This design comes from an exercise in tuning for small area on the open sky130 flow, not from production work. At most, simulation tests tie the RTL to the original design; equivalence was not proved. For run 1, only the layout was checked, not whether the RTL still works. No activity file was given, so power comes from the tool's default toggle rates.

--- design.v ---
package smpq_pkg;
	localparam int DEF_QUEUE_DEPTH = 16;
	localparam int VALUE_W         = 32;
	localparam int OCC_W           = 5;
	localparam logic [1:0] OP_INSERT = 2'd0;
	localparam logic [1:0] OP_REMOVE = 2'd1;
	localparam logic [1:0] OP_PEEK   = 2'd2;
	localparam logic [1:0] OP_NONE   = 2'd3;
	localparam logic [1:0] ST_OK    = 2'd0;
	localparam logic [1:0] ST_EMPTY = 2'd1;
	localparam logic [1:0] ST_FULL  = 2'd2;
endpackage
module smpq_ctrl (
	input  logic       clk,
	input  logic       arst_n,
	input  logic       start,
	input  logic [1:0] cmd_op,
	input  logic       full,
	input  logic       empty,
	input  logic       lt,
	output logic       busy,
	output logic       done,
	output logic [3:0] phase,
	output logic [4:0] count,
	output logic       sel_prev,
	output logic       sel_keep,
	output logic       sel_new_n,
	output logic [1:0] rsp_status,
	output logic       show_n
);
	logic [3:0] phase_q;
	logic [4:0] count_q;
	logic       armed_q;
	logic       win_q;
	logic       placed_q;
	logic       done_q;
	logic [1:0] status_q;
	logic       show_q;
	logic is_ins, is_rem, is_peek;
	logic ins_go, read_go;
	logic win, ready, take, last_step, behind, sel_new;
	logic take_ins, take_rem, removed;
	assign is_ins  = (cmd_op == smpq_pkg::OP_INSERT);
	assign is_rem  = (cmd_op == smpq_pkg::OP_REMOVE);
	assign is_peek = (cmd_op == smpq_pkg::OP_PEEK);
	assign ins_go  = is_ins && !full;
	assign read_go = (is_rem || is_peek) && !empty;
	assign win       = win_q || (armed_q && ins_go && phase_q == 4'd15);
	assign last_step = win_q && phase_q == 4'd14;
	assign behind    = lt && !last_step;
	assign sel_prev  = win && behind;
	assign sel_new   = win && !behind && !(win_q && placed_q);
	assign sel_new_n = !sel_new;
	assign removed   = show_q && phase_q == 4'd15;
	assign sel_keep  = !win && !(empty || removed) || (win && !behind && win_q && placed_q);
	always_comb begin
		if (ins_go)       ready = last_step;
		else if (read_go) ready = (phase_q == 4'd15);
		else              ready = 1'b1;
	end
	assign busy = !ready;
	assign take = start && ready;
	assign take_ins = take && ins_go;
	assign take_rem = take && is_rem && !empty;
	always_ff @(posedge clk or negedge arst_n) begin
		if (!arst_n) begin
			phase_q <= 4'd0;
			count_q <= 5'd0;
			armed_q <= 1'b0;
			win_q   <= 1'b0;
			done_q  <= 1'b0;
		end else begin
			phase_q <= ((phase_q + 4'd1) & {4{!take_ins}}) | {4{take_rem}};
			if (take_ins || take_rem)
				count_q <= count_q + {{4{take_rem}}, 1'b1};
			armed_q <= start && !take && (armed_q || phase_q == 4'd11);
			win_q   <= win && !last_step;
			done_q  <= take;
		end
	end
	always_ff @(posedge clk) begin
		placed_q <= sel_new || (win_q && placed_q);
		if (is_ins && full)
			status_q <= smpq_pkg::ST_FULL;
		else if ((is_rem || is_peek) && empty)
			status_q <= smpq_pkg::ST_EMPTY;
		else
			status_q <= smpq_pkg::ST_OK;
		show_q <= take && read_go;
	end
	assign done       = done_q;
	assign phase      = phase_q;
	assign count      = count_q;
	assign rsp_status = status_q;
	assign show_n     = !show_q;
endmodule
module smpq_datapath (
	input  logic        clk,
	input  logic [31:0] cmd_value,
	input  logic        sel_prev,
	input  logic        sel_keep,
	input  logic        sel_new_n,
	input  logic        show_n,
	output logic        key_lt,
	output logic [31:0] rsp_head
);
	logic [31:0] ring_q [16];
	logic [31:0] entry;
	logic [31:0] a;
	logic [31:0] c;
	logic [31:0] co;
	logic [1:0]  carry_q;
	always_ff @(posedge clk) begin
		ring_q[0] <= entry;
		for (int i = 1; i < 16; i++)
			ring_q[i] <= ring_q[i-1];
	end
	assign a = {ring_q[14][31:24], ring_q[13][23:12], ring_q[12][11:0]};
	genvar i;
	generate
		for (i = 0; i < 32; i++) begin : g_bit
			if (i == 0) begin : g_c0
				assign c[i] = 1'b0;
			end else if (i == 12 || i == 24) begin : g_cq
				assign c[i] = carry_q[i/12 - 1];
			end else begin : g_ci
				assign c[i] = co[i-1];
			end
			smpq_slice #(
				.SIGN (i == 31)
			) u_slice (
				.prev      (ring_q[14][i]),
				.keep      (ring_q[15][i]),
				.key       (cmd_value[i]),
				.sel_prev  (sel_prev),
				.sel_keep  (sel_keep),
				.sel_new_n (sel_new_n),
				.a         (a[i]),
				.ci        (c[i]),
				.show_n    (show_n),
				.entry     (entry[i]),
				.co        (co[i]),
				.head      (rsp_head[i])
			);
		end
	endgenerate
	always_ff @(posedge clk) begin
		carry_q <= {co[23], co[11]};
	end
	assign key_lt = co[31];
endmodule
module smpq_slice #(
	parameter bit SIGN = 1'b0
) (
	input  logic prev,
	input  logic keep,
	input  logic key,
	input  logic sel_prev,
	input  logic sel_keep,
	input  logic sel_new_n,
	input  logic a,
	input  logic ci,
	input  logic show_n,
	output logic entry,
	output logic co,
	output logic head
);
	logic held;   
	logic u;      
	assign held  = SIGN ? key : ~key;
	assign u     = SIGN ? ~key : key;
	assign entry = (prev & sel_prev) | (keep & sel_keep) | (held & ~sel_new_n);
	assign co    = (u & a) | (u & ci) | (a & ci);
	assign head  = (SIGN ? keep : ~keep) & ~show_n;
endmodule
module sorted_min_priority_queue_core (
	input  logic        clk,
	input  logic        arst_n,
	input  logic        start,
	input  logic [1:0]  cmd_op,
	input  logic [31:0] cmd_value,
	output logic        busy,
	output logic        done,
	output logic [31:0] rsp_head,
	output logic [1:0]  rsp_status,
	output logic        rsp_empty,
	output logic [4:0]  rsp_count
);
	logic [3:0]  phase;
	logic [4:0]  count;
	logic        full;
	logic        empty;
	logic        key_lt;
	logic        sel_keep;
	logic        sel_prev;
	logic        sel_new_n;
	logic        show_n;
	assign full  = count[4];
	assign empty = (count == 5'd0);
	smpq_ctrl u_ctrl (
		.clk        (clk),
		.arst_n     (arst_n),
		.start      (start),
		.cmd_op     (cmd_op),
		.full       (full),
		.empty      (empty),
		.lt         (key_lt),
		.busy       (busy),
		.done       (done),
		.phase      (phase),
		.count      (count),
		.sel_prev   (sel_prev),
		.sel_keep   (sel_keep),
		.sel_new_n  (sel_new_n),
		.rsp_status (rsp_status),
		.show_n     (show_n)
	);
	smpq_datapath u_datapath (
		.clk       (clk),
		.cmd_value (cmd_value),
		.sel_prev  (sel_prev),
		.sel_keep  (sel_keep),
		.sel_new_n (sel_new_n),
		.show_n    (show_n),
		.key_lt    (key_lt),
		.rsp_head  (rsp_head)
	);
	assign rsp_empty = empty;
	assign rsp_count = count;
endmodule
module smpq_top (
	input  logic        clk,
	input  logic        arst_n,
	input  logic        start,
	input  logic [1:0]  cmd_op,
	input  logic [31:0] cmd_value,
	output logic        busy,
	output logic        done,
	output logic [31:0] rsp_head,
	output logic [1:0]  rsp_status,
	output logic        rsp_empty,
	output logic [4:0]  rsp_count
);
	sorted_min_priority_queue_core u_core (
		.clk        (clk),
		.arst_n     (arst_n),
		.start      (start),
		.cmd_op     (cmd_op),
		.cmd_value  (cmd_value),
		.busy       (busy),
		.done       (done),
		.rsp_head   (rsp_head),
		.rsp_status (rsp_status),
		.rsp_empty  (rsp_empty),
		.rsp_count  (rsp_count)
	);
endmodule
--- flow/run.sh ---
#!/bin/bash
# The standard layout, with each port's buffer made of the smallest buffer cell,
# a clock tree without dummy loads.
export BUFFER_PORTS_ARGS="-buffer_cell sky130_fd_sc_hd__buf_1"
export CTS_ARGS="-sink_clustering_enable -repair_clock_nets -sink_clustering_size 10 -sink_clustering_max_diameter 50 -buf_list sky130_fd_sc_hd__clkbuf_4 -dont_use_dummy_load"
bash standard.sh > standard.log 2>&1
--- standard.sh ---
#!/bin/bash
# synth_recipe.tcl (not shown) runs the flow's synth.tcl, then flattens the netlist and writes it again
# the make line also repeats each setting of config.mk as NAME=value (left out here)
make -C /OpenROAD-flow-scripts/flow DESIGN_CONFIG=/design/flow/config.mk WORK_HOME=/design/flow/orfs CLKGATE_MAP_FILE= SYNTH_SCRIPT=/design/flow/synth_recipe.tcl "${@:-finish}"
--- config.mk ---
export PLATFORM = sky130hd
export DESIGN_NAME = smpq_top
export DESIGN_NICKNAME = smpq_top
export VERILOG_FILES = /design/flow/design.v
export SDC_FILE = /design/flow/constraint.sdc
export NUM_CORES = 4
export LEC_CHECK = 0
export CAP_MARGIN = 20
export CORE_MARGIN = 2
export CORE_UTILIZATION = 70
export CTS_BUF_LIST = sky130_fd_sc_hd__clkbuf_4
export CTS_CLUSTER_DIAMETER = 50
export CTS_CLUSTER_SIZE = 10
export PLACE_DENSITY = 0.85
export SLEW_MARGIN = 20
export SYNTH_HIERARCHICAL = 1
--- constraint.sdc ---
create_clock -name core_clock -period 5.0 [get_ports {clk}]
set_input_delay 1.0000 -clock core_clock [delete_from_list [all_inputs] [get_ports {clk}]]
set_output_delay 1.0000 -clock core_clock [all_outputs]
set_load 0.01 [all_outputs]
==> flow_metrics.tcl, run 1 <==
set metrics [dict create \
    multi_input_area_sq_um 1440 \
    finalSetupTns_ps 0 \
    fin_crit_ps 4360 \
    rsz0062_at_grt "no" \
    fill_cells 975 \
    grt_start_max_net_pins 33 \
    cts_tree "yes" \
    peakVddDrop_mv 0.316 \
    dp_hpwl_um 11200 \
    io_pins 79 \
    total_leakage_power_nw 5.38 \
    globalRoute.totalOverflow 0 \
    dpl-instance-area_sq_um 12800 \
    firstDrtPassIters 4 \
    wire_per_inst_um 16.5 \
    antenna_found_initial 1 \
    area_growth_pct 8.74 \
    synth.distinct_cells 37 \
    relSlewSlack_pct 56.6 \
    portBuffers 78 \
    cts_max_level 2 \
    die_h_um 136 \
    synth_top_area_cell "dfxtp_1" \
    finalHoldViolations 0 \
    core_sq_um 17100 \
    worstHoldPathType "reg -> reg" \
    clk_pin_slew_ps 100 \
    syn-cell-area_sq_um 12100 \
    gp_congestion 0.767 \
    fin_skew_ps 60.2 \
    holdBufCountCts 0 \
    final_common_cell "dfxtp_1" \
    die-area_sq_um 18400 \
    yosys_warnings 10 \
    synth_cells 732 \
    critical_path.endpoint_type "register" \
    die-width_um 136 \
    timing_max_transition_violations_final 0 \
    cap_violations 0 \
    power.internal_w 0.00528 \
    finalNetCount 919 \
    vias_per_cell 5.02 \
    drt-initial-drc-count 220 \
    synth_nets 777 \
    p_comb_share_pct 7.3 \
    netSwitchingFraction_pct 22.8 \
    whs_ps 294 \
    grt_pass1_wl_um 28800 \
    clock_power_share_pct 24.3 \
    cts_root_buffer "clkbuf_4" \
    setup_violations 0 \
    layout-drive-gt1-share_pct 12.5 \
    clk_path_buf_depth 3 \
    ys_ff_latch 530 \
    worstSkewPairLatency_ps 680 \
    synth.area.top_cells "dfxtp_1, maj3_2, a221o_1, dfrtp_1, nor2_1" \
    drc_errors 0 \
    crit_type "in -> reg" \
    crit_fanout 2 \
    fp-row-count 48 \
    fin_area_sq_um 13200 \
    grt_pass1_vias 5820 \
    final_cell_mix "dfxtp_1, buf_1, nor2_1" \
    via_count 5517 \
    clock-sinks 530 \
    yosysSeqAreaShare_pct 87.9 \
    initial_core_util_pct 70.9 \
    outcome "no timing/DRC/antenna violations" \
    powerDensity_nw_per_um2 519 \
    cpMostUsedCell "maj3_2" \
    fmax_ghz 0.230 \
    syn_area_per_cell_sq_um 16.6 \
    period_share_pct 87.1 \
    seq_power_share_pct 68.4 \
    cpMaxStageDelayCell "maj3_2" \
    numCtsBuffers 58 \
    postCtsResizedCells 0 \
    p_switching_w 0.00156 \
    crit_chain "buf_1 > maj3_2 > maj3_2 > maj3_2 > maj3_2 > maj3_2 > maj3_2 > maj3_2 > maj3_2 > maj3_2 > maj3_2 > maj3_2 > maj3_2" \
    synth_top_area_share_pct 85.4 \
    worstMarginPinSlew_ps 652 \
    postCtsSetupBuffers 0 \
    critPathRequiredTime_ps 5570 \
    arrival_ps 4920 \
    wl_um 18100 \
    cp-start-kind "primary input" \
    max_stage_delay_ps 330 \
    grt.total_usage_pct 20.5 \
    ant_nets 0 \
    seqCellArea_sq_um 10700 \
]
## final cells by class
| cell class | count | area share [%] |
|---|---|---|
| timing repair buffer | 82 | 2.54 |
| sequential | 530 | 80.8 |
| antenna | 1 | 0.0190 |
| inverter | 9 | 0.256 |
| multi-input combinational | 193 | 10.9 |
| tap | 225 | 2.13 |
| clock buffer | 58 | 3.30 |
## critical path: cells and delay by family
family,cells,cell delay [ps]
buf+inv,1,90
fa+ha+maj,12,3840
## synth_stat cells, drive strengths merged
library cell	count
o2111ai	1
dfxtp	518
nand3	2
dfrtp	12
and3	1
ha	7
a21oi	3
or4	1
nand4	1
nand2	9
maj3	31
a41oi	2
nor2	70
o31ai	1
xnor2	3
a221o	32
fa	1
nand2b	2
and2	2
nand3b	1
nor2b	3
or2	1
o21ai	8
o21a	1
mux2	3
xor2	3
a21o	3
conb	1
inv	9
## path summary, 6_finish.rpt
kind | slack [ps] | cells past startpoint | from | to
worst max-delay path | 640 | 13 | cmd_value[12] | u_core.u_datapath.carry_q[1]
worst min-delay path | 290 | 0 | u_core.u_datapath.ring_q[2][25] | u_core.u_datapath.ring_q[3][25]
worst max register to register | 690 | 12 | u_core.u_datapath.carry_q[0] | u_core.u_datapath.carry_q[1]
worst min register to register | 290 | 0 | u_core.u_datapath.ring_q[2][25] | u_core.u_datapath.ring_q[3][25]
max in group asynchronous | 4230 | 1 | arst_n | u_core.u_ctrl.win_q
min in group asynchronous | 320 | 1 | arst_n | u_core.u_ctrl.count_q[4]
## Yosys stat by module, one instance, submodules excluded, excerpt
module,times used,flip-flops and latches,area [sq um],cells
smpq_datapath,1,514,10300,515
smpq_ctrl,1,16,901,85
sorted_min_priority_queue_core,1,0,11.3,2
## per-stage QoR
stage / setup WS, ps / utilization, % / total power (W) / std cells
after floorplan: 130 / - / 0.00504 / 732
after global placement: 39.8 / 74.6 / 0.00523 / 1039
after detailed placement: 10.1 / 74.6 / 0.00528 / 1039
after CTS: 689 / 77.1 / 0.00692 / 1097
after global routing: 613 / 77.1 / 0.00716 / 1098
final: 644 / 77.1 / 0.00685 / 1098
## sequential cells by signal, summed over array words and instances, names as in the netlist
register / flops
u_core.u_datapath.ring_q: 512
u_core.u_ctrl.status_q: 2
u_core.u_ctrl.phase_q: 4
u_core.u_ctrl.armed_q: 1
u_core.u_ctrl.count_q: 5
u_core.u_ctrl.placed_q: 1
u_core.u_datapath.carry_q: 2
u_core.u_ctrl.show_q: 1
u_core.u_ctrl.win_q: 1
u_core.u_ctrl.done_q: 1
## power by group through the flow
stage                     clock (W)  combinational (W)  sequential [W]
after floorplan                   0           0.000301         0.00474
after global placement            0           0.000472         0.00476
after detailed placement          0           0.000499         0.00478
after CTS                   0.00173           0.000503         0.00469
after global routing        0.00189           0.000547         0.00472
final                       0.00166           0.000500         0.00469
## metal layers
metal / GRT usage, % / share of wire, % / vias to the layer above
met1: 26.7 / 45 / 2677
met5: 0 / 0 / -
met4: 8.45 / 2.0 / 0
met3: 5.05 / 4.6 / 32
met2: 33.1 / 49 / 133
li1: - / - / 2675
## kinds of logic after synthesis
family                   synth area share [%]
AO/OA/AOI/OAI                            3.78
other                                  0.0309
AND/OR/NAND/NOR                          3.45
flip-flops                               87.9
XOR/XNOR                                0.433
buffers and inverters                   0.278
multiplexers                            0.371
adder cells (fa/ha/maj)                  3.76
==> inputs of run 2 (changes only) <==
--- a/design.v
+++ b/design.v
@@ -20,7 +20,6 @@
 	input  logic       lt,
 	output logic       busy,
 	output logic       done,
-	output logic [3:0] phase,
 	output logic [4:0] count,
 	output logic       sel_prev,
 	output logic       sel_keep,
@@ -40,22 +39,27 @@
 	logic ins_go, read_go;
 	logic win, ready, take, last_step, behind, sel_new;
 	logic take_ins, take_rem, removed;
+	logic at11, at14, at15, feedback;
 	assign is_ins  = (cmd_op == smpq_pkg::OP_INSERT);
 	assign is_rem  = (cmd_op == smpq_pkg::OP_REMOVE);
 	assign is_peek = (cmd_op == smpq_pkg::OP_PEEK);
 	assign ins_go  = is_ins && !full;
 	assign read_go = (is_rem || is_peek) && !empty;
-	assign win       = win_q || (armed_q && ins_go && phase_q == 4'd15);
-	assign last_step = win_q && phase_q == 4'd14;
+	assign at11 = (phase_q == 4'd7);
+	assign at14 = (phase_q == 4'd12);
+	assign at15 = (phase_q == 4'd8);
+	assign feedback = phase_q[3] ^ phase_q[2] ^ (phase_q[2:0] == 3'd0);
+	assign win       = win_q || (armed_q && ins_go && at15);
+	assign last_step = win_q && at14;
 	assign behind    = lt && !last_step;
 	assign sel_prev  = win && behind;
 	assign sel_new   = win && !behind && !(win_q && placed_q);
 	assign sel_new_n = !sel_new;
-	assign removed   = show_q && phase_q == 4'd15;
+	assign removed   = show_q && at15;
 	assign sel_keep  = !win && !(empty || removed) || (win && !behind && win_q && placed_q);
 	always_comb begin
 		if (ins_go)       ready = last_step;
-		else if (read_go) ready = (phase_q == 4'd15);
+		else if (read_go) ready = at15;
 		else              ready = 1'b1;
 	end
 	assign busy = !ready;
@@ -70,10 +74,10 @@
 			win_q   <= 1'b0;
 			done_q  <= 1'b0;
 		end else begin
-			phase_q <= ((phase_q + 4'd1) & {4{!take_ins}}) | {4{take_rem}};
+			phase_q <= {take_rem || (phase_q[2] && !take_ins), phase_q[1:0], feedback};
 			if (take_ins || take_rem)
 				count_q <= count_q + {{4{take_rem}}, 1'b1};
-			armed_q <= start && !take && (armed_q || phase_q == 4'd11);
+			armed_q <= start && !take && (armed_q || at11);
 			win_q   <= win && !last_step;
 			done_q  <= take;
 		end
@@ -89,7 +93,6 @@
 		show_q <= take && read_go;
 	end
 	assign done       = done_q;
-	assign phase      = phase_q;
 	assign count      = count_q;
 	assign rsp_status = status_q;
 	assign show_n     = !show_q;
@@ -186,7 +189,6 @@
 	output logic        rsp_empty,
 	output logic [4:0]  rsp_count
 );
-	logic [3:0]  phase;
 	logic [4:0]  count;
 	logic        full;
 	logic        empty;
@@ -207,7 +209,6 @@
 		.lt         (key_lt),
 		.busy       (busy),
 		.done       (done),
-		.phase      (phase),
 		.count      (count),
 		.sel_prev   (sel_prev),
 		.sel_keep   (sel_keep),
==> flow_metrics.tcl, run 2 <==
set metrics [dict create \
    outcome "no timing/DRC/antenna violations" \
    arrival_ps 4880 \
    synth.area.top_cells "dfxtp_1, maj3_2, a221o_1, dfrtp_1, nor2_1" \
    final_common_cell "dfxtp_1" \
    die-width_um 136 \
    die_h_um 136 \
    grt_pass1_wl_um 29300 \
    powerDensity_nw_per_um2 568 \
    grt_start_max_net_pins 33 \
    clock-sinks 530 \
    wire_per_inst_um 16.7 \
    fp-row-count 48 \
    finalHoldViolations 0 \
    r2r-start "u_core.u_datapath.ring_q[13][12]" \
    grt.total_usage_pct 20.9 \
    globalRoute.totalOverflow 0 \
    reg.largest.list "u_core.u_datapath.ring_q (512), u_core.u_ctrl.count_q (5), u_core.u_ctrl.phase_q (4)" \
    whs_ps 274 \
    synth_cells 730 \
    timing.final.ws_setup_ps 647 \
    crit_fanout 2 \
    fin_crit_ps 4350 \
    use_met1_pct 27.4 \
    timing_max_transition_violations_final 0 \
    synth_nets 776 \
    relSlewSlack_pct 29.2 \
    dpl-instance-area_sq_um 12800 \
    drt-initial-drc-count 204 \
    peakVddDrop_mv 0.366 \
    synth_top_area_share_pct 85.5 \
    core_sq_um 17100 \
    clk_path_buf_depth 3 \
    antenna_found_initial 0 \
    synth.distinct_cells 35 \
    firstDrtPassIters 4 \
    cp-start-kind "primary input" \
    synth.most_common_cell "dfxtp_1" \
    yosys_warnings 10 \
    vias_per_cell 5.03 \
    grt.busiest_layer "met2" \
    postCtsSetupBuffers 0 \
    largest_reg_flops 512 \
    portBuffers 78 \
    layout-drive-gt1-share_pct 12.5 \
    cts_max_level 2 \
    gr-usage-met3_pct 5.39 \
    synth-async-reset-ratio_pct 2.26 \
    regMostFlops "u_core.u_datapath.ring_q" \
    worstMarginPinSlew_ps 1060 \
    yosysSeqAreaShare_pct 88.0 \
    pre_cts_slack_ps -29.3 \
    synth-main-ff-cell "dfxtp_1" \
    min-delay-start "u_core.u_datapath.ring_q[11][8]" \
    grt_use_met2_pct 33.9 \
    fin_skew_ps 59.6 \
    critPathRequiredTime_ps 5530 \
    setup_violations 0 \
    crit_type "in -> reg" \
    num_antenna_cells 0 \
    ant_nets 0 \
    worstHoldPathType "reg -> reg" \
    synth_top_area_cell "dfxtp_1" \
    syn-cell-area_sq_um 12100 \
    fmax_ghz 0.230 \
    worstSkewPairLatency_ps 690 \
    crit_start "cmd_value[12]" \
    finalNetCount 919 \
    rsz0062_at_grt "no" \
    cts_root_buffer "clkbuf_4" \
    syn_area_per_cell_sq_um 16.6 \
    io_pins 79 \
    final_cell_mix "dfxtp_1, buf_1, nor2_1" \
    initial_core_util_pct 70.8 \
    total_leakage_power_nw 5.42 \
    clk_pin_slew_ps 90 \
    period_share_pct 87.1 \
    synth_commonest_cells "dfxtp_1, nor2_1, a221o_1" \
    gp_congestion 0.766 \
    critical_path.endpoint_type "register" \
    holdBufCountCts 0 \
    area_growth_pct 8.83 \
    drc_errors 0 \
    dp_hpwl_um 11300 \
    cap_violations 0 \
    wl_um 18300 \
    die-area_sq_um 18400 \
    postCtsResizedCells 0 \
    grt_pass1_vias 5905 \
    ys_ff_latch 530 \
    via_count 5509 \
    synth_edf_count 0 \
    numCtsBuffers 59 \
    fin_area_sq_um 13200 \
    cts_tree "yes" \
]
-- run 2: cell types whose count changed after synthesis, moves of 2 or more --
cell and delta:
a31oi_1 +2, xnor2_1 +2, nand2b_1 +4, a41oi_1 -2, xor2_1 -3, o21ai_0 -2
o21ai_1 -5, inv_1 +2, mux2i_1 +2
-- run 2: cell type report --
| class | instances | area (sq um) |
|---|---|---|
| Fill cell | 988 | 3920 |
| Multi-Input combinational cell | 190 | 1430 |
| Inverter | 10 | 37.5 |
| Timing Repair Buffer | 82 | 335 |
| Clock buffer | 59 | 443 |
| Tap cell | 225 | 282 |
| Sequential cell | 530 | 10700 |
-- run 2: final timing paths --
check / endpoint / slack [ps] / cells past startpoint
worst max-delay path: u_core.u_datapath.carry_q[1] / 650 / 13
worst min-delay path: u_core.u_datapath.ring_q[12][8] / 270 / 0
worst max register to register: u_core.u_datapath.carry_q[1] / 730 / 12
worst min register to register: u_core.u_datapath.ring_q[12][8] / 270 / 0
max in group asynchronous: u_core.u_ctrl.armed_q / 4250 / 1
min in group asynchronous: u_core.u_ctrl.count_q[0] / 320 / 1
-- run 2: routing by layer --
layer | wire (um) | share of wire (%)
met5 | 0 | 0
met4 | 365 | 2.0
met3 | 850 | 4.7
met2 | 8710 | 48
met1 | 8350 | 46
-- run 2: modules after synthesis (local to each module, per instance), excerpt --
| module | cells | area, sq um | flip-flops and latches | copies in the design |
|---|---|---|---|---|
| smpq_ctrl | 83 | 883 | 16 | 1 |
| smpq_datapath | 515 | 10300 | 514 | 1 |
| sorted_min_priority_queue_core | 2 | 11.3 | 0 | 1 |
-- run 2: kinds of logic after synthesis --
group / share of synthesized area (%)
DFF: 88.0
and+or+nand+nor: 3.68
AOI/OAI and AO/OA: 3.31
adders and majority gates: 3.87
buffers and inverters: 0.310
xor gates and xnor gates: 0.361
muxes: 0.413
other: 0.0309
-- run 2: where the power goes --
part	internal [W]	switching, W	leakage (nW)	total [W]
combinational	0.000249	0.000308	0.767	0.000558
clock	0.000543	0.00113	0.271	0.00168
sequential	0.00498	0.000280	4.38	0.00526
-- run 2: worst max-delay path, stage by stage --
cell	delay, ps
buf_1	110
maj3_2	320
maj3_2	340
maj3_2	310
maj3_2	310
maj3_2	310
maj3_2	320
maj3_2	310
maj3_2	310
maj3_2	330
maj3_2	320
maj3_2	310
maj3_2	300
-- run 2: stage by stage --
stage | power (W) | TNS [ps] | util [%] | cells
after global routing | 0.00782 | 0 | 77.1 | 1096
after detailed placement | 0.00590 | -51.9 | 74.5 | 1037
after floorplan | 0.00558 | 0 | - | 730
final | 0.00749 | 0 | 77.1 | 1096
after CTS | 0.00756 | 0 | 77.1 | 1096
after global placement | 0.00582 | 0 | 74.5 | 1037
==> inputs of run 3 (changes only) <==
--- a/design.v
+++ b/design.v
@@ -173,7 +173,7 @@
 	assign held  = SIGN ? key : ~key;
 	assign u     = SIGN ? ~key : key;
 	assign entry = (prev & sel_prev) | (keep & sel_keep) | (held & ~sel_new_n);
-	assign co    = (u & a) | (u & ci) | (a & ci);
+	assign co    = ~((~u & ~a) | (~ci & (~u | ~a)));
 	assign head  = (SIGN ? keep : ~keep) & ~show_n;
 endmodule
 module sorted_min_priority_queue_core (
==> flow_metrics.tcl, run 3 <==
set metrics [dict create \
    grt.total_usage_pct 21.1 \
    cp-start-kind "primary input" \
    holdBufCountCts 0 \
    layout-drive-gt1-share_pct 12.4 \
    core_sq_um 17100 \
    wire_per_inst_um 16.9 \
    crit_family "adder cells" \
    postCtsSetupBuffers 0 \
    initial_core_util_pct 70.8 \
    grt_pass1_vias 5950 \
    relSlewSlack_pct 29.5 \
    portBuffers 78 \
    critPathRequiredTime_ps 5560 \
    synth_cells 729 \
    vias_per_cell 4.99 \
    whs_ps 317 \
    reg.largest.list "u_core.u_datapath.ring_q (512), u_core.u_ctrl.count_q (5), u_core.u_ctrl.phase_q (4)" \
    cts_max_level 2 \
    crit_type "in -> reg" \
    final_common_cell "dfxtp_1" \
    outcome "no timing/DRC/antenna violations" \
    cpMaxStageDelayCell "maj3_2" \
    powerDensity_nw_per_um2 568 \
    cap_violations 0 \
    dpl.cell_count 1037 \
    synth_top_area_cell "dfxtp_1" \
    synth-async-reset-ratio_pct 2.26 \
    synth_commonest_cells "dfxtp_1, nor2_1, a22oi_1, maj3_2, o21ai_0" \
    synth_edf_count 0 \
    clk_path_buf_depth 3 \
    numCtsBuffers 58 \
    worstMarginPinSlew_ps 1060 \
    final_cell_mix "dfxtp_1, buf_1, clkbuf_4" \
    synth_top_area_share_pct 85.9 \
    via_count 5465 \
    globalRoute.totalOverflow 0 \
    finalHoldViolations 0 \
    drt-initial-drc-count 214 \
    gp_congestion 0.799 \
    cpMostUsedCell "maj3_2" \
    multi_input_area_sq_um 1370 \
    synth.distinct_cells 34 \
    total_leakage_power_nw 5.34 \
    crit_fanout 2 \
    critical_path.endpoint_type "register" \
    grt_pass1_wl_um 29700 \
    postCtsResizedCells 0 \
    synth.most_common_cell "dfxtp_1" \
    setup_violations 0 \
    timing_max_transition_violations_final 0 \
    synth-main-ff-cell "dfxtp_1" \
    fmax_ghz 0.231 \
    cts_tree "yes" \
    finalSetupTns_ps 0 \
    synth_nets 775 \
    peakVddDrop_mv 0.322 \
    synth.area.top_cells "dfxtp_1, maj3_2, dfrtp_1, a22oi_1, o21ai_0" \
    dp_hpwl_um 11300 \
    fin_skew_ps 29.1 \
    drc_errors 0 \
    period_share_pct 86.6 \
    die-width_um 135 \
    yosys_warnings 10 \
    clk_pin_slew_ps 100 \
    fill_cells 983 \
    firstDrtPassIters 4 \
    arrival_ps 4890 \
    worstHoldPathType "reg -> reg" \
    yosysSeqAreaShare_pct 88.4 \
    largest_reg_flops 512 \
    rsz0062_at_grt "no" \
    syn_area_per_cell_sq_um 16.6 \
    syn-cell-area_sq_um 12100 \
    area_growth_pct 8.77 \
    finalNetCount 918 \
    path_buf_inv 1 \
    regMostFlops "u_core.u_datapath.ring_q" \
    ant_nets 0 \
    seqCellArea_sq_um 10700 \
    io_pins 79 \
    die_h_um 135 \
    worstSkewPairLatency_ps 670 \
    crit_chain "buf_1 > maj3_2 > maj3_2 > maj3_2 > maj3_2 > maj3_2 > maj3_2 > maj3_2 > maj3_2 > maj3_2 > maj3_2 > maj3_2 > maj3_2" \
    grt_start_max_net_pins 33 \
    fp-row-count 48 \
    clock-sinks 530 \
    die-area_sq_um 18300 \
    fin_crit_ps 4330 \
    wl_um 18500 \
    max_stage_delay_ps 330 \
    cts_root_buffer "clkbuf_4" \
    instances_no_fill 1096 \
    ys_ff_latch 530 \
    antenna_found_initial 1 \
]
## run 3: cell types whose count changed after synthesis
| cell | before | now |
|---|---|---|
| nand2_1 | 8 | 7 |
| o21ai_0 | 1 | 32 |
| a22oi_1 | 0 | 32 |
| nor2b_4 | 1 | 0 |
| maj3_2 | 31 | 32 |
| a221o_1 | 32 | 0 |
| nor2_1 | 70 | 38 |
| inv_1 | 9 | 10 |
## run 3: Yosys stat by module (local to each module, per instance), a selection
| module | flip-flops and latches | times used | area (sq um) | cells |
|---|---|---|---|---|
| smpq_datapath | 514 | 1 | 10300 | 515 |
| sorted_min_priority_queue_core | 0 | 1 | 11.3 | 2 |
| smpq_ctrl | 16 | 1 | 883 | 83 |
## run 3: layout make-up
cell class              count  area share [%]
repair buffers             83            2.52
well taps                 225            2.14
flip-flops and latches    530            81.2
diodes                      1          0.0191
multi-input cells         188            10.5
clock buffers              58            3.32
inverters                  11           0.314
## run 3: per-layer routing
| layer | share of wire [%] | track usage [%] |
|---|---|---|
| met1 | 45 | 27.3 |
| met2 | 49 | 35.0 |
| met5 | 0 | 0 |
| met3 | 4.6 | 5.57 |
| met4 | 1.5 | 7.12 |
## run 3: power breakdown
group	switching, W	internal (W)	total (W)	leakage [nW]
clock network	0.00114	0.000534	0.00167	0.267
logic	0.000306	0.000223	0.000530	0.693
registers	0.000278	0.00497	0.00525	4.38
## run 3: path summary, 6_finish.rpt
check | start | end | slack [ps] | cells past startpoint
min | u_core.u_datapath.ring_q[7][5] | u_core.u_datapath.ring_q[8][5] | 320 | 0
max | cmd_value[0] | u_core.u_datapath.carry_q[0] | 670 | 13
max in group asynchronous | arst_n | u_core.u_ctrl.win_q | 4230 | 1
min in group asynchronous | arst_n | u_core.u_ctrl.count_q[4] | 330 | 1
max reg2reg | u_core.u_datapath.ring_q[12][0] | u_core.u_datapath.carry_q[0] | 720 | 12
min reg2reg | u_core.u_datapath.ring_q[7][5] | u_core.u_datapath.ring_q[8][5] | 320 | 0
## run 3: per-stage QoR
step	utilization [%]	total power (W)	cell area, sq um	setup WS, ps
final	77.0	0.00746	13100	669
after global routing	77.0	0.00778	13100	627
after CTS	77.0	0.00751	13100	694
after detailed placement	74.4	0.00586	12700	-20.5
after global placement	74.4	0.00578	12700	75.3
after floorplan	-	0.00556	12100	262
## run 3: cell families (layout without fill, tap and decap cells)
family	Yosys count	count (layout)	share of synthesized area (%)
xor+xnor	5	5	0.363
simple gates	63	63	2.56
fa+ha+maj	41	41	3.98
flops	530	530	88.4
buf+inv	11	152	0.342
compound gates	74	74	3.95
mux	4	4	0.414
other cells	1	2	0.0311
==> inputs of run 4 (changes only) <==
--- a/design.v
+++ b/design.v
@@ -173,7 +173,7 @@
 	assign held  = SIGN ? key : ~key;
 	assign u     = SIGN ? ~key : key;
 	assign entry = (prev & sel_prev) | (keep & sel_keep) | (held & ~sel_new_n);
-	assign co    = ~((~u & ~a) | (~ci & (~u | ~a)));
+	assign co    = (u & a) | (u & ci) | (a & ci);
 	assign head  = (SIGN ? keep : ~keep) & ~show_n;
 endmodule
 module sorted_min_priority_queue_core (
==> flow/run.sh (replaced) <==
#!/bin/bash
# The standard layout, with each port's buffer made of the smallest buffer cell,
# a clock tree without dummy loads.
export BUFFER_PORTS_ARGS="-buffer_cell sky130_fd_sc_hd__buf_1"
export CTS_ARGS="-sink_clustering_enable -repair_clock_nets -sink_clustering_size 12 -sink_clustering_max_diameter 50 -buf_list sky130_fd_sc_hd__clkbuf_4 -dont_use_dummy_load"
bash standard.sh > standard.log 2>&1
--- a/config.mk
+++ b/config.mk
@@ -10,7 +10,7 @@
 export CORE_UTILIZATION = 70
 export CTS_BUF_LIST = sky130_fd_sc_hd__clkbuf_4
 export CTS_CLUSTER_DIAMETER = 50
-export CTS_CLUSTER_SIZE = 10
+export CTS_CLUSTER_SIZE = 12
 export PLACE_DENSITY = 0.85
 export SLEW_MARGIN = 20
 export SYNTH_HIERARCHICAL = 1
==> flow_metrics.tcl, run 4 <==
set metrics [dict create \
    outcome "no timing/DRC/antenna violations" \
    ant_nets 0 \
    die-width_um 136 \
    die-area_sq_um 18400 \
    fin_crit_ps 4340 \
    cts_root_buffer "clkbuf_4" \
    grt.total_usage_pct 20.9 \
    cap_violations 0 \
    area_growth_pct 8.28 \
    fmax_ghz 0.230 \
    fp-row-count 48 \
    synth-async-reset-ratio_pct 2.26 \
    wire_per_inst_um 16.8 \
    synth.area.top_cells "dfxtp_1, maj3_2, a221o_1, dfrtp_1, nor2_1" \
    final_common_cell "dfxtp_1" \
    clock_power_share_pct 21.5 \
    postCtsSetupBuffers 0 \
    timing.final.ws_setup_ps 660 \
    powerDensity_nw_per_um2 564 \
    io_pins 79 \
    fin_skew_ps 39.6 \
    firstDrtPassIters 4 \
    finalSetupTns_ps 0 \
    period_share_pct 86.8 \
    wl_um 18300 \
    setup_violations 0 \
    synth_top_area_share_pct 85.5 \
    rsz0062_at_grt "no" \
    total_leakage_power_nw 5.38 \
    synth_nets 776 \
    p_switching_w 0.00172 \
    worstHoldPathType "in -> async" \
    synth_edf_count 0 \
    yosysSeqAreaShare_pct 88.0 \
    ys_ff_latch 530 \
    drc_errors 0 \
    p_comb_share_pct 7.5 \
    grt_pass1_wl_um 29300 \
    clk_pin_slew_ps 120 \
    power.internal_w 0.00569 \
    synth-main-ff-cell "dfxtp_1" \
    grt_pass1_vias 5707 \
    cts_tree "yes" \
    critical_path.endpoint_type "register" \
    clk_path_buf_depth 3 \
    timing_max_transition_violations_final 0 \
    finalHoldViolations 0 \
    cts_max_level 2 \
    core_sq_um 17100 \
    via_count 5407 \
    synth_top_area_cell "dfxtp_1" \
    cp-start-kind "primary input" \
    reg.largest.list "u_core.u_datapath.ring_q (512), u_core.u_ctrl.count_q (5), u_core.u_ctrl.phase_q (4)" \
    crit_type "in -> reg" \
    antenna_found_initial 0 \
    grt_start_max_net_pins 33 \
    worstSkewPairLatency_ps 670 \
    dpl-instance-area_sq_um 12800 \
    peakVddDrop_mv 0.383 \
    portBuffers 78 \
    postCtsResizedCells 0 \
    finalNetCount 910 \
    power_w 0.00741 \
    synth_commonest_cells "dfxtp_1, nor2_1, a221o_1" \
    syn-cell-area_sq_um 12100 \
    die_h_um 136 \
    synth.most_common_cell "dfxtp_1" \
    pre_cts_slack_ps -29.3 \
    fin_area_sq_um 13100 \
    num_antenna_cells 0 \
    numCtsBuffers 50 \
    regMostFlops "u_core.u_datapath.ring_q" \
    worstMarginPinSlew_ps 1060 \
    vias_per_cell 4.97 \
    globalRoute.totalOverflow 0 \
    largest_reg_flops 512 \
    final_cell_mix "dfxtp_1, buf_1, nor2_1" \
    clock-sinks 530 \
    layout-drive-gt1-share_pct 11.6 \
    final_core_util_pct 76.7 \
    relSlewSlack_pct 29.0 \
    yosys_warnings 10 \
    synth.distinct_cells 35 \
    initial_core_util_pct 70.8 \
    crit_fanout 2 \
    seq_power_share_pct 70.9 \
    arrival_ps 4900 \
    syn_area_per_cell_sq_um 16.6 \
    netSwitchingFraction_pct 23.2 \
    drt-initial-drc-count 165 \
    gp_congestion 0.766 \
    dp_hpwl_um 11300 \
    synth_cells 730 \
    holdBufCountCts 0 \
    critPathRequiredTime_ps 5560 \
]
-- run 4: power groups by stage --
stage | Sequential, W | Clock, W | Combinational, W
floorplan | 0.00523 | 0 | 0.000349
global placement | 0.00530 | 0 | 0.000522
detailed placement | 0.00534 | 0 | 0.000556
CTS | 0.00526 | 0.00164 | 0.000560
global route | 0.00533 | 0.00180 | 0.000609
finish | 0.00525 | 0.00160 | 0.000558
-- run 4: final cells by class --
type,instances,area [sq um]
Clock buffer,50,375
Fill cell,1011,3990
Inverter,10,37.5
Multi-Input combinational cell,190,1430
Sequential cell,530,10700
Tap cell,225,282
Timing Repair Buffer,82,335
-- run 4: metrics by stage --
step / instances / hold slack [ps]
2_1_floorplan: 730 / 310
3_3_place_gp: 1037 / 311
3_5_place_dp: 1037 / 312
4_1_cts: 1087 / 288
5_1_grt: 1087 / 300
6_report: 1087 / 316
-- run 4: path summary, 6_finish.rpt --
kind | end | cells past startpoint | from | slack [ps]
max | u_core.u_datapath.carry_q[0] | 13 | cmd_value[0] | 660
min | u_core.u_ctrl.win_q | 1 | arst_n | 320
max reg2reg | u_core.u_datapath.carry_q[0] | 12 | u_core.u_datapath.ring_q[12][0] | 770
min reg2reg | u_core.u_datapath.ring_q[13][17] | 0 | u_core.u_datapath.ring_q[12][17] | 320
max in group asynchronous | u_core.u_ctrl.armed_q | 1 | arst_n | 4220
min in group core_clock | u_core.u_datapath.ring_q[13][17] | 0 | u_core.u_datapath.ring_q[12][17] | 320
-- run 4: cells by family (layout without fill, tap and decap cells) --
logic type / Yosys count / after routing / synth area share [%]
muxes: 4 / 4 / 0.413
DFF: 530 / 530 / 88.0
AOI/OAI and AO/OA: 43 / 43 / 3.31
other: 1 / 1 / 0.0309
adders and majority gates: 40 / 40 / 3.87
buffers and inverters: 10 / 142 / 0.310
xor gates and xnor gates: 5 / 5 / 0.361
and+or+nand+nor: 97 / 97 / 3.68
-- run 4: Yosys stat by module, one instance, submodules excluded, a selection --
module | flip-flops and latches | times used | cell area [sq um]
smpq_ctrl | 16 | 1 | 883
sorted_min_priority_queue_core | 0 | 1 | 11.3
smpq_datapath | 514 | 1 | 10300
-- run 4: per-layer routing --
layer	GRT usage (%)	part of all wire, %
met1	28.3	46
met3	5.50	4.8
met4	6.08	1.7
met5	0	0
met2	33.7	47
-- run 4: worst max-delay path: stages --
cell and delay (ps):
buf_1 90, maj3_2 310, maj3_2 330, maj3_2 320
maj3_2 320, maj3_2 310, maj3_2 320, maj3_2 310
maj3_2 320, maj3_2 320, maj3_2 320, maj3_2 310
maj3_2 300
==> inputs of run 5 (changes only) <==
==> flow/run.sh (replaced) <==
#!/bin/bash
# The standard layout, with each port's buffer made of the smallest buffer cell,
# a clock tree without dummy loads.
export BUFFER_PORTS_ARGS="-buffer_cell sky130_fd_sc_hd__buf_1"
export CTS_ARGS="-sink_clustering_enable -repair_clock_nets -sink_clustering_size 12 -sink_clustering_max_diameter 30 -buf_list sky130_fd_sc_hd__clkbuf_4 -dont_use_dummy_load"
bash standard.sh > standard.log 2>&1
--- a/config.mk
+++ b/config.mk
@@ -9,7 +9,7 @@
 export CORE_MARGIN = 2
 export CORE_UTILIZATION = 70
 export CTS_BUF_LIST = sky130_fd_sc_hd__clkbuf_4
-export CTS_CLUSTER_DIAMETER = 50
+export CTS_CLUSTER_DIAMETER = 30
 export CTS_CLUSTER_SIZE = 12
 export PLACE_DENSITY = 0.85
 export SLEW_MARGIN = 20
==> flow_metrics.tcl, run 5 <==
set metrics [dict create \
    synth.distinct_cells 35 \
    die_h_um 136 \
    critPathRequiredTime_ps 5550 \
    cts_max_level 2 \
    clock-sinks 530 \
    finalHoldViolations 0 \
    drt-initial-drc-count 224 \
    netSwitchingFraction_pct 23.1 \
    die-area_sq_um 18400 \
    gp_congestion 0.766 \
    num_antenna_cells 0 \
    synth_nets 776 \
    grt_start_max_net_pins 33 \
    synth.most_common_cell "dfxtp_1" \
    core_sq_um 17100 \
    fin_skew_ps 72.4 \
    ant_nets 0 \
    vias_per_cell 4.97 \
    fmax_ghz 0.231 \
    worstMarginPinSlew_ps 1080 \
    fin_crit_ps 4340 \
    final_cell_mix "dfxtp_1, buf_1, nor2_1" \
    seq_power_share_pct 70.3 \
    holdBufCountCts 0 \
    ys_ff_latch 530 \
    portBuffers 78 \
    finalSetupTns_ps 0 \
    postCtsSetupBuffers 0 \
    synth_edf_count 0 \
    fin_area_sq_um 13200 \
    io_pins 79 \
    worstSkewPairLatency_ps 690 \
    worstHoldPathType "reg -> reg" \
    yosys_warnings 10 \
    syn-cell-area_sq_um 12100 \
    synth_top_area_share_pct 85.5 \
    setup_violations 0 \
    fp-row-count 48 \
    cp-start-kind "primary input" \
    synth_cells 730 \
    whs_ps 280 \
    dpl-instance-area_sq_um 12800 \
    antenna_found_initial 0 \
    crit_fanout 2 \
    syn_area_per_cell_sq_um 16.6 \
    total_leakage_power_nw 5.41 \
    grt.total_usage_pct 21.0 \
    grt_pass1_wl_um 29400 \
    fill_cells 1000 \
    drc_errors 0 \
    synth.area.top_cells "dfxtp_1, maj3_2, a221o_1, dfrtp_1, nor2_1" \
    postCtsResizedCells 0 \
    rrSetupSlack_ps 780 \
    instances_no_fill 1094 \
    cts_root_buffer "clkbuf_4" \
    cap_violations 0 \
    peakVddDrop_mv 0.339 \
    seqCellArea_sq_um 10700 \
    dp_hpwl_um 11300 \
    timing.final.ws_setup_ps 662 \
    clock_power_share_pct 22.3 \
    relSlewSlack_pct 28.0 \
    p_switching_w 0.00173 \
    synth-main-ff-cell "dfxtp_1" \
    dpl.cell_count 1037 \
    synth_top_area_cell "dfxtp_1" \
    largest_reg_flops 512 \
    pre_cts_slack_ps -29.3 \
    area_growth_pct 8.71 \
    yosysSeqAreaShare_pct 88.0 \
    multi_input_area_sq_um 1430 \
    clk_path_buf_depth 3 \
    period_share_pct 86.8 \
    globalRoute.totalOverflow 0 \
    cts_tree "yes" \
    wl_um 18400 \
    rsz0062_at_grt "no" \
    crit_type "in -> reg" \
    synth-async-reset-ratio_pct 2.26 \
    initial_core_util_pct 70.8 \
    reg.largest.list "u_core.u_datapath.ring_q (512), u_core.u_ctrl.count_q (5), u_core.u_ctrl.phase_q (4)" \
    final_common_cell "dfxtp_1" \
    wire_per_inst_um 16.8 \
    timing_max_transition_violations_final 0 \
    grt_pass1_vias 5807 \
    layout-drive-gt1-share_pct 12.3 \
    finalNetCount 917 \
    clk_pin_slew_ps 110 \
    firstDrtPassIters 4 \
    power.internal_w 0.00575 \
    regMostFlops "u_core.u_datapath.ring_q" \
    die-width_um 136 \
    numCtsBuffers 57 \
    p_comb_share_pct 7.5 \
    synth_commonest_cells "dfxtp_1, nor2_1, a221o_1" \
    critical_path.endpoint_type "register" \
    powerDensity_nw_per_um2 567 \
    arrival_ps 4890 \
    outcome "no timing/DRC/antenna violations" \
    via_count 5439 \
]
run 5: cell counts after synthesis:
Identical to the previous run, type by type.
run 5: stage by stage:
stage,util [%],power (W)
2_1_floorplan,-,0.00558
3_3_place_gp,74.5,0.00582
3_5_place_dp,74.5,0.00590
4_1_cts,77.0,0.00754
5_1_grt,77.0,0.00780
6_report,77.0,0.00748
run 5: layout make-up:
class / count / area share [%]
multi-input cells: 190 / 10.8
repair buffers: 82 / 2.54
well taps: 225 / 2.14
flip-flops and latches: 530 / 81.0
inverters: 10 / 0.285
clock buffers: 57 / 3.25
run 5: layer usage:
| layer | share of wire [%] | up-vias | track usage, % | wire [um] |
|---|---|---|---|---|
| met5 | 0 | - | 0 | 0 |
| met4 | 1.9 | 0 | 8.04 | 349 |
| met3 | 4.2 | 34 | 4.60 | 776 |
| met2 | 47 | 130 | 33.7 | 8730 |
| met1 | 46 | 2628 | 28.3 | 8540 |
| li1 | - | 2647 | - | - |
run 5: cells by family after synthesis:
logic type	after synthesis	share of synthesized area [%]
flops	530	88.0
simple gates	97	3.68
compound gates	43	3.31
fa+ha+maj	40	3.87
buf+inv	10	0.310
xor+xnor	5	0.361
mux	4	0.413
other cells	1	0.0309
run 5: final timing paths:
| check | from | endpoint | cells past startpoint |
|---|---|---|---|
| max | cmd_value[12] | u_core.u_datapath.carry_q[1] | 13 |
| min | u_core.u_datapath.ring_q[5][14] | u_core.u_datapath.ring_q[6][14] | 0 |
| max reg2reg | u_core.u_datapath.ring_q[12][0] | u_core.u_datapath.carry_q[0] | 12 |
| min reg2reg | u_core.u_datapath.ring_q[5][14] | u_core.u_datapath.ring_q[6][14] | 0 |
| max in group asynchronous | arst_n | u_core.u_ctrl.phase_q[1] | 1 |
| min in group asynchronous | arst_n | u_core.u_ctrl.phase_q[0] | 1 |
run 5: power groups by stage:
stage	Sequential [W]	Combinational, W	Clock, W
after floorplan	0.00523	0.000349	0
after detailed placement	0.00534	0.000556	0
after global placement	0.00530	0.000522	0
final	0.00526	0.000558	0.00166
after CTS	0.00526	0.000561	0.00172
after global routing	0.00533	0.000609	0.00186
run 5: worst max-delay path, cell delays in order:
cell    delay, ps
buf_1         110
maj3_2        320
maj3_2        330
maj3_2        310
maj3_2        310
maj3_2        310
maj3_2        320
maj3_2        310
maj3_2        310
maj3_2        330
maj3_2        320
maj3_2        310
maj3_2        300
run 5: modules after synthesis, one instance, submodules excluded, excerpt:
module,cell area [sq um],flip-flops and latches,times used
smpq_datapath,10300,514,1
smpq_ctrl,883,16,1
sorted_min_priority_queue_core,11.3,0,1
==> inputs of run 6 (changes only) <==
--- a/design.v
+++ b/design.v
@@ -173,7 +173,7 @@
 	assign held  = SIGN ? key : ~key;
 	assign u     = SIGN ? ~key : key;
 	assign entry = (prev & sel_prev) | (keep & sel_keep) | (held & ~sel_new_n);
-	assign co    = (u & a) | (u & ci) | (a & ci);
+	assign co    = ~((~u & ~a) | (~ci & (~u | ~a)));
 	assign head  = (SIGN ? keep : ~keep) & ~show_n;
 endmodule
 module sorted_min_priority_queue_core (
==> flow/run.sh (replaced) <==
#!/bin/bash
# The standard layout, with each port's buffer made of the smallest buffer cell,
# a clock tree without dummy loads.
export BUFFER_PORTS_ARGS="-buffer_cell sky130_fd_sc_hd__buf_1"
export CTS_ARGS="-sink_clustering_enable -repair_clock_nets -sink_clustering_size 18 -sink_clustering_max_diameter 40 -buf_list sky130_fd_sc_hd__clkbuf_8 -dont_use_dummy_load"
bash standard.sh > standard.log 2>&1
--- a/config.mk
+++ b/config.mk
@@ -9,8 +9,8 @@
 export CORE_MARGIN = 2
 export CORE_UTILIZATION = 70
 export CTS_BUF_LIST = sky130_fd_sc_hd__clkbuf_4
-export CTS_CLUSTER_DIAMETER = 30
-export CTS_CLUSTER_SIZE = 12
+export CTS_CLUSTER_DIAMETER = 50
+export CTS_CLUSTER_SIZE = 10
 export PLACE_DENSITY = 0.85
 export SLEW_MARGIN = 20
 export SYNTH_HIERARCHICAL = 1
==> flow_metrics.tcl, run 6 <==
set metrics [dict create \
    outcome "no timing/DRC/antenna violations" \
    area_growth_pct 9.58 \
    relSlewSlack_pct 28.8 \
    regMostFlops "u_core.u_datapath.ring_q" \
    synth-main-ff-cell "dfxtp_1" \
    finalSetupTns_ps 0 \
    synth.distinct_cells 34 \
    io_pins 79 \
    ys_ff_latch 530 \
    synth-async-reset-ratio_pct 2.26 \
    globalRoute.totalOverflow 0 \
    dp_hpwl_um 11300 \
    fin_skew_ps 51.7 \
    fill_cells 945 \
    synth_top_area_cell "dfxtp_1" \
    die_h_um 135 \
    total_leakage_power_nw 5.35 \
    clk_pin_slew_ps 100 \
    ant_nets 0 \
    synth_top_area_share_pct 85.9 \
    synth_commonest_cells "dfxtp_1, nor2_1, a22oi_1, maj3_2, o21ai_0" \
    worstSkewPairLatency_ps 520 \
    reg.largest.list "u_core.u_datapath.ring_q (512), u_core.u_ctrl.count_q (5), u_core.u_ctrl.phase_q (4)" \
    drc_errors 0 \
    cp-start-kind "primary input" \
    cp.depth 13 \
    synth.area.top_cells "dfxtp_1, maj3_2, dfrtp_1, a22oi_1, o21ai_0" \
    postCtsSetupBuffers 0 \
    grt_pass1_vias 5748 \
    antenna_found_initial 0 \
    syn-cell-area_sq_um 12100 \
    clock-sinks 530 \
    finalHoldViolations 0 \
    numCtsBuffers 39 \
    finalNetCount 899 \
    cts_max_level 2 \
    via_count 5334 \
    num_antenna_cells 0 \
    cpMaxStageDelayCell "maj3_2" \
    fmax_ghz 0.225 \
    fin_crit_ps 4450 \
    critPathRequiredTime_ps 5420 \
    instances_no_fill 1076 \
    vias_per_cell 4.96 \
    yosysSeqAreaShare_pct 88.4 \
    final_cell_mix "dfxtp_1, buf_1, clkbuf_8" \
    synth_xor_area_share_pct 0.363 \
    arrival_ps 4860 \
    synth-compound-area-share_pct 3.95 \
    clk_path_buf_depth 3 \
    max_stage_delay_ps 330 \
    cpMostUsedCell "maj3_2" \
    worstHoldPathCells 0 \
    path_buf_inv 1 \
    grt_pass1_wl_um 29500 \
    drt-initial-drc-count 239 \
    crit_chain "buf_1 > maj3_2 > maj3_2 > maj3_2 > maj3_2 > maj3_2 > maj3_2 > maj3_2 > maj3_2 > maj3_2 > maj3_2 > maj3_2 > maj3_2" \
    initial_core_util_pct 70.8 \
    grt_start_max_net_pins 33 \
    crit_family "adder cells" \
    holdBufCountCts 0 \
    whs_ps 265 \
    grt.total_usage_pct 20.9 \
    final_core_util_pct 77.6 \
    crit_type "in -> reg" \
    cts_root_buffer "clkbuf_8" \
    gp_congestion 0.799 \
    synthAdderAreaFrac_pct 3.98 \
    setup_violations 0 \
    peakVddDrop_mv 0.414 \
    largest_reg_flops 512 \
    period_share_pct 89.0 \
    cap_violations 0 \
    synth_mux_area_share_pct 0.414 \
    synth_edf_count 0 \
    layout-drive-gt1-share_pct 10.5 \
    die-width_um 135 \
    power_w 0.00763 \
    wl_um 18300 \
    die-area_sq_um 18300 \
    worstMarginPinSlew_ps 1070 \
    wire_per_inst_um 17.0 \
    synth.most_common_cell "dfxtp_1" \
    timing_max_transition_violations_final 0 \
    core_sq_um 17100 \
    crit_fanout 2 \
    fp-row-count 48 \
    synth_top_family_by_area "adder cells" \
    synthSimpleGateAreaFrac_pct 2.56 \
    worstHoldPathType "reg -> reg" \
    dpl.cell_count 1037 \
    yosys_warnings 10 \
    synth_cells 729 \
    firstDrtPassIters 4 \
    cts_tree "yes" \
    postCtsResizedCells 0 \
    syn_area_per_cell_sq_um 16.6 \
    rsz0062_at_grt "no" \
    powerDensity_nw_per_um2 577 \
    final_common_cell "dfxtp_1" \
    critical_path.endpoint_type "register" \
    r2r_cells 12 \
    portBuffers 78 \
    synth_nets 775 \
]
[run 6: layer usage]
metal / global-route usage [%] / vias to the layer above / part of all wire [%] / routed length, um
met1: 27.5 / 2574 / 45 / 8240
met2: 34.9 / 121 / 48 / 8750
met5: 0 / - / 0 / 0
met4: 7.06 / 0 / 2.0 / 372
li1: - / 2600 / - / -
met3: 4.68 / 39 / 4.9 / 887
[run 6: logic make-up (layout without fill, tap and decap cells)]
logic type | count (synthesis) | count (layout)
flip-flops | 530 | 530
AO/OA/AOI/OAI | 74 | 74
XOR/XNOR | 5 | 5
multiplexers | 4 | 4
adder cells (fa/ha/maj) | 41 | 41
buffers and inverters | 11 | 133
AND/OR/NAND/NOR | 63 | 63
other | 1 | 1
[run 6: cell type report]
cell class / instances / area (sq um) / share of cell area (%)
Multi-Input combinational cell: 188 / 1370 / 10.4
Clock buffer: 39 / 537 / 4.06
Inverter: 11 / 41.3 / 0.312
Timing Repair Buffer: 83 / 330 / 2.50
Sequential cell: 530 / 10700 / 80.6
Tap cell: 225 / 282 / 2.13
[run 6: power by group]
part           switching [W]  leakage (nW)  internal [W]
Combinational       0.000310         0.693      0.000224
Sequential          0.000277          4.38       0.00498
Clock                0.00114         0.280      0.000703
Total                0.00173          5.35       0.00590
[run 6: path summary, 6_finish.rpt]
path	slack, ps	end	from
max reg2reg	740	u_core.u_datapath.carry_q[0]	u_core.u_datapath.ring_q[12][0]
max in group asynchronous	4080	u_core.u_ctrl.count_q[4]	arst_n
min in group asynchronous	450	u_core.u_ctrl.win_q	arst_n
min	260	u_core.u_datapath.ring_q[9][6]	u_core.u_datapath.ring_q[8][6]
min reg2reg	260	u_core.u_datapath.ring_q[9][6]	u_core.u_datapath.ring_q[8][6]
max	550	u_core.u_datapath.carry_q[0]	cmd_value[0]
[run 6: Yosys stat by module, one instance, submodules excluded, excerpt]
module | flops+latches | area, sq um
smpq_ctrl | 16 | 883
smpq_datapath | 514 | 10300
sorted_min_priority_queue_core | 0 | 11.3
[run 6: through the flow]
stage                     setup WS [ps]  cell area [sq um]
after CTS                           559              13200
final                               552              13200
after detailed placement          -20.5              12700
after global routing                499              13200
after global placement             75.3              12700
after floorplan                     262              12100
==> inputs of run 7 (changes only) <==
==> flow/run.sh (replaced) <==
#!/bin/bash
# The standard layout, with each port's buffer made of the smallest buffer cell,
# a clock tree without dummy loads.
export BUFFER_PORTS_ARGS="-buffer_cell sky130_fd_sc_hd__buf_1"
export CTS_ARGS="-sink_clustering_enable -repair_clock_nets -sink_clustering_size 11 -sink_clustering_max_diameter 50 -buf_list sky130_fd_sc_hd__clkbuf_4 -dont_use_dummy_load"
bash standard.sh > standard.log 2>&1
==> flow_metrics.tcl, run 7 <==
set metrics [dict create \
    ys_ff_latch 530 \
    dp_hpwl_um 11300 \
    synth_top_area_cell "dfxtp_1" \
    syn-cell-area_sq_um 12100 \
    die-area_sq_um 18300 \
    synth-async-reset-ratio_pct 2.26 \
    vias_per_cell 4.95 \
    postCtsResizedCells 0 \
    wl_um 18300 \
    ant_nets 0 \
    rsz0062_at_grt "no" \
    worstHoldPathType "reg -> reg" \
    clk_pin_slew_ps 100 \
    fill_cells 982 \
    multi_input_area_sq_um 1370 \
    cts_max_level 2 \
    die_h_um 135 \
    cts_tree "yes" \
    outcome "no timing/DRC/antenna violations" \
    period_share_pct 86.5 \
    synth.area.top_cells "dfxtp_1, maj3_2, dfrtp_1, a22oi_1, o21ai_0" \
    clk_path_buf_depth 3 \
    layout-drive-gt1-share_pct 12.0 \
    cpMaxStageDelayCell "maj3_2" \
    wire_per_inst_um 16.8 \
    powerDensity_nw_per_um2 566 \
    final_common_cell "dfxtp_1" \
    critical_path.endpoint_type "register" \
    synth_commonest_cells "dfxtp_1, nor2_1, a22oi_1, maj3_2, o21ai_0" \
    timing_max_transition_violations_final 0 \
    final_cell_mix "dfxtp_1, buf_1, clkbuf_4" \
    antenna_found_initial 1 \
    regMostFlops "u_core.u_datapath.ring_q" \
    fp-row-count 48 \
    seqCellArea_sq_um 10700 \
    via_count 5407 \
    postCtsSetupBuffers 0 \
    synth_top_area_share_pct 85.9 \
    die-width_um 135 \
    holdBufCountCts 0 \
    whs_ps 257 \
    yosys_warnings 10 \
    firstDrtPassIters 4 \
    worstSkewPairLatency_ps 660 \
    peakVddDrop_mv 0.341 \
    numCtsBuffers 54 \
    gp_congestion 0.799 \
    clock-sinks 530 \
    dpl-instance-area_sq_um 12700 \
    initial_core_util_pct 70.8 \
    crit_type "in -> reg" \
    syn_area_per_cell_sq_um 16.6 \
    drt-initial-drc-count 235 \
    core_sq_um 17100 \
    reg.largest.list "u_core.u_datapath.ring_q (512), u_core.u_ctrl.count_q (5), u_core.u_ctrl.phase_q (4)" \
    fin_skew_ps 56.1 \
    crit_chain "buf_1 > maj3_2 > maj3_2 > maj3_2 > maj3_2 > maj3_2 > maj3_2 > maj3_2 > maj3_2 > maj3_2 > maj3_2 > maj3_2 > maj3_2" \
    fmax_ghz 0.231 \
    setup_violations 0 \
    grt_pass1_vias 5857 \
    finalNetCount 914 \
    synth-main-ff-cell "dfxtp_1" \
    worstMarginPinSlew_ps 1070 \
    grt_pass1_wl_um 29300 \
    relSlewSlack_pct 28.8 \
    globalRoute.totalOverflow 0 \
    cap_violations 0 \
    synth.distinct_cells 34 \
    instances_no_fill 1092 \
    grt.total_usage_pct 20.8 \
    cp-start-kind "primary input" \
    cts_root_buffer "clkbuf_4" \
    area_growth_pct 8.52 \
    cpMostUsedCell "maj3_2" \
    synth_cells 729 \
    grt_start_max_net_pins 33 \
    synth_nets 775 \
    portBuffers 78 \
    arrival_ps 4880 \
    dpl.cell_count 1037 \
    yosysSeqAreaShare_pct 88.4 \
    synth.most_common_cell "dfxtp_1" \
    max_stage_delay_ps 330 \
    fin_crit_ps 4320 \
    io_pins 79 \
    drc_errors 0 \
    critPathRequiredTime_ps 5560 \
    largest_reg_flops 512 \
    crit_fanout 2 \
    finalHoldViolations 0 \
    fin_area_sq_um 13100 \
    synth_edf_count 0 \
    total_leakage_power_nw 5.32 \
]
-- run 7: cells by family after synthesis --
| kind of cell | synth area share [%] |
|---|---|
| XOR/XNOR | 0.363 |
| flip-flops | 88.4 |
| multiplexers | 0.414 |
| adder cells (fa/ha/maj) | 3.98 |
| buffers and inverters | 0.342 |
| other | 0.0311 |
| AO/OA/AOI/OAI | 3.95 |
| AND/OR/NAND/NOR | 2.56 |
-- run 7: critical path, delay by kind of cell --
kind,cells,cell delay (ps)
buffers and inverters,1,80
adders and majority gates,12,3790
-- run 7: final cells by class --
type,count,share of cell area (%)
diodes,1,0.0191
clock buffers,54,3.09
inverters,11,0.315
multi-input cells,188,10.5
flip-flops and latches,530,81.4
well taps,225,2.15
repair buffers,83,2.52
-- run 7: stage by stage --
| step | util, % | total power [W] | setup TNS [ps] | worst slack [ps] |
|---|---|---|---|---|
| 6_report | 76.8 | 0.00741 | 0 | 676 |
| 5_1_grt | 76.8 | 0.00774 | 0 | 637 |
| 4_1_cts | 76.8 | 0.00747 | 0 | 723 |
| 3_5_place_dp | 74.4 | 0.00586 | -20.5 | -20.5 |
| 3_3_place_gp | 74.4 | 0.00578 | 0 | 75.3 |
| 2_1_floorplan | - | 0.00556 | 0 | 262 |
-- run 7: power by group --
part	total, W	switching, W	internal (W)
sequential	0.00525	0.000275	0.00497
clock	0.00163	0.00113	0.000498
combinational	0.000531	0.000307	0.000224
-- run 7: worst paths after layout --
kind / start / endpoint / slack, ps / cells past startpoint
min reg2reg: u_core.u_datapath.ring_q[8][6] / u_core.u_datapath.ring_q[9][6] / 260 / 0
max in group asynchronous: arst_n / u_core.u_ctrl.win_q / 4200 / 1
max reg2reg: u_core.u_datapath.ring_q[12][0] / u_core.u_datapath.carry_q[0] / 730 / 12
min in group asynchronous: arst_n / u_core.u_ctrl.count_q[1] / 350 / 1
max: cmd_value[0] / u_core.u_datapath.carry_q[0] / 680 / 13
min: u_core.u_datapath.ring_q[8][6] / u_core.u_datapath.ring_q[9][6] / 260 / 0
-- run 7: per-module statistics from Yosys (local to each module, per instance), excerpt --
module,cell area [sq um],flip-flops and latches
smpq_datapath,10300,514
smpq_ctrl,883,16
sorted_min_priority_queue_core,11.3,0
-- run 7: per-layer routing --
metal / GRT usage [%] / part of all wire, % / vias to the layer above / routed length, um
li1: - / - / 2649 / -
met4: 7.93 / 1.7 / 0 / 314
met2: 34.0 / 49 / 109 / 8910
met1: 27.2 / 45 / 2621 / 8210
met5: 0 / 0 / - / 0
met3: 5.24 / 4.7 / 28 / 855

==> afterwards: timing with drivers on the ports <==
The flow's constraints put no driver on any port. The routed layouts listed below were extracted and timed again, unchanged, in two steps.
Step 1: set_driving_cell puts a clkbuf_16 on clk and a buf_2 on each other input, an assumption about the parent block.
Step 2 adds t to the input delays and takes it off the output delays; t is the mean of the earliest and latest rising clock arrival at the registers after step 1. Input paths then give back, and output paths get back, about the clock's delay inside the block.
Slacks: ideal ports / drivers / drivers and shift; pairs: ideal ports / drivers.
run	t, ns	slack for setup (ns)	hold WS [ns]	worst data-port slew with drivers (ns)
run 1	0.684	0.644 / 0.655 / -0.029	0.294 / 0.294 / 0.294	0.05
run 2	0.696	0.647 / 0.661 / -0.035	0.274 / 0.274 / 0.274	0.04
run 3	0.693	0.669 / 0.681 / -0.012	0.317 / 0.317 / 0.317	0.06
run 4	0.682	0.660 / 0.670 / -0.012	0.316 / 0.307 / 0.324	0.04
run 5	0.691	0.662 / 0.675 / -0.015	0.280 / 0.280 / 0.280	0.04
run 6	0.540	0.552 / 0.550 / 0.009	0.265 / 0.265 / 0.265	0.06
run 7	0.678	0.676 / 0.692 / 0.013	0.257 / 0.257 / 0.257	0.06
With both steps, setup timing fails in 5 of these runs, where it was met with ideal ports. The setup slack of run 2, which loses most, moves by +0.014 ns with the drivers and by -0.682 ns with both steps.
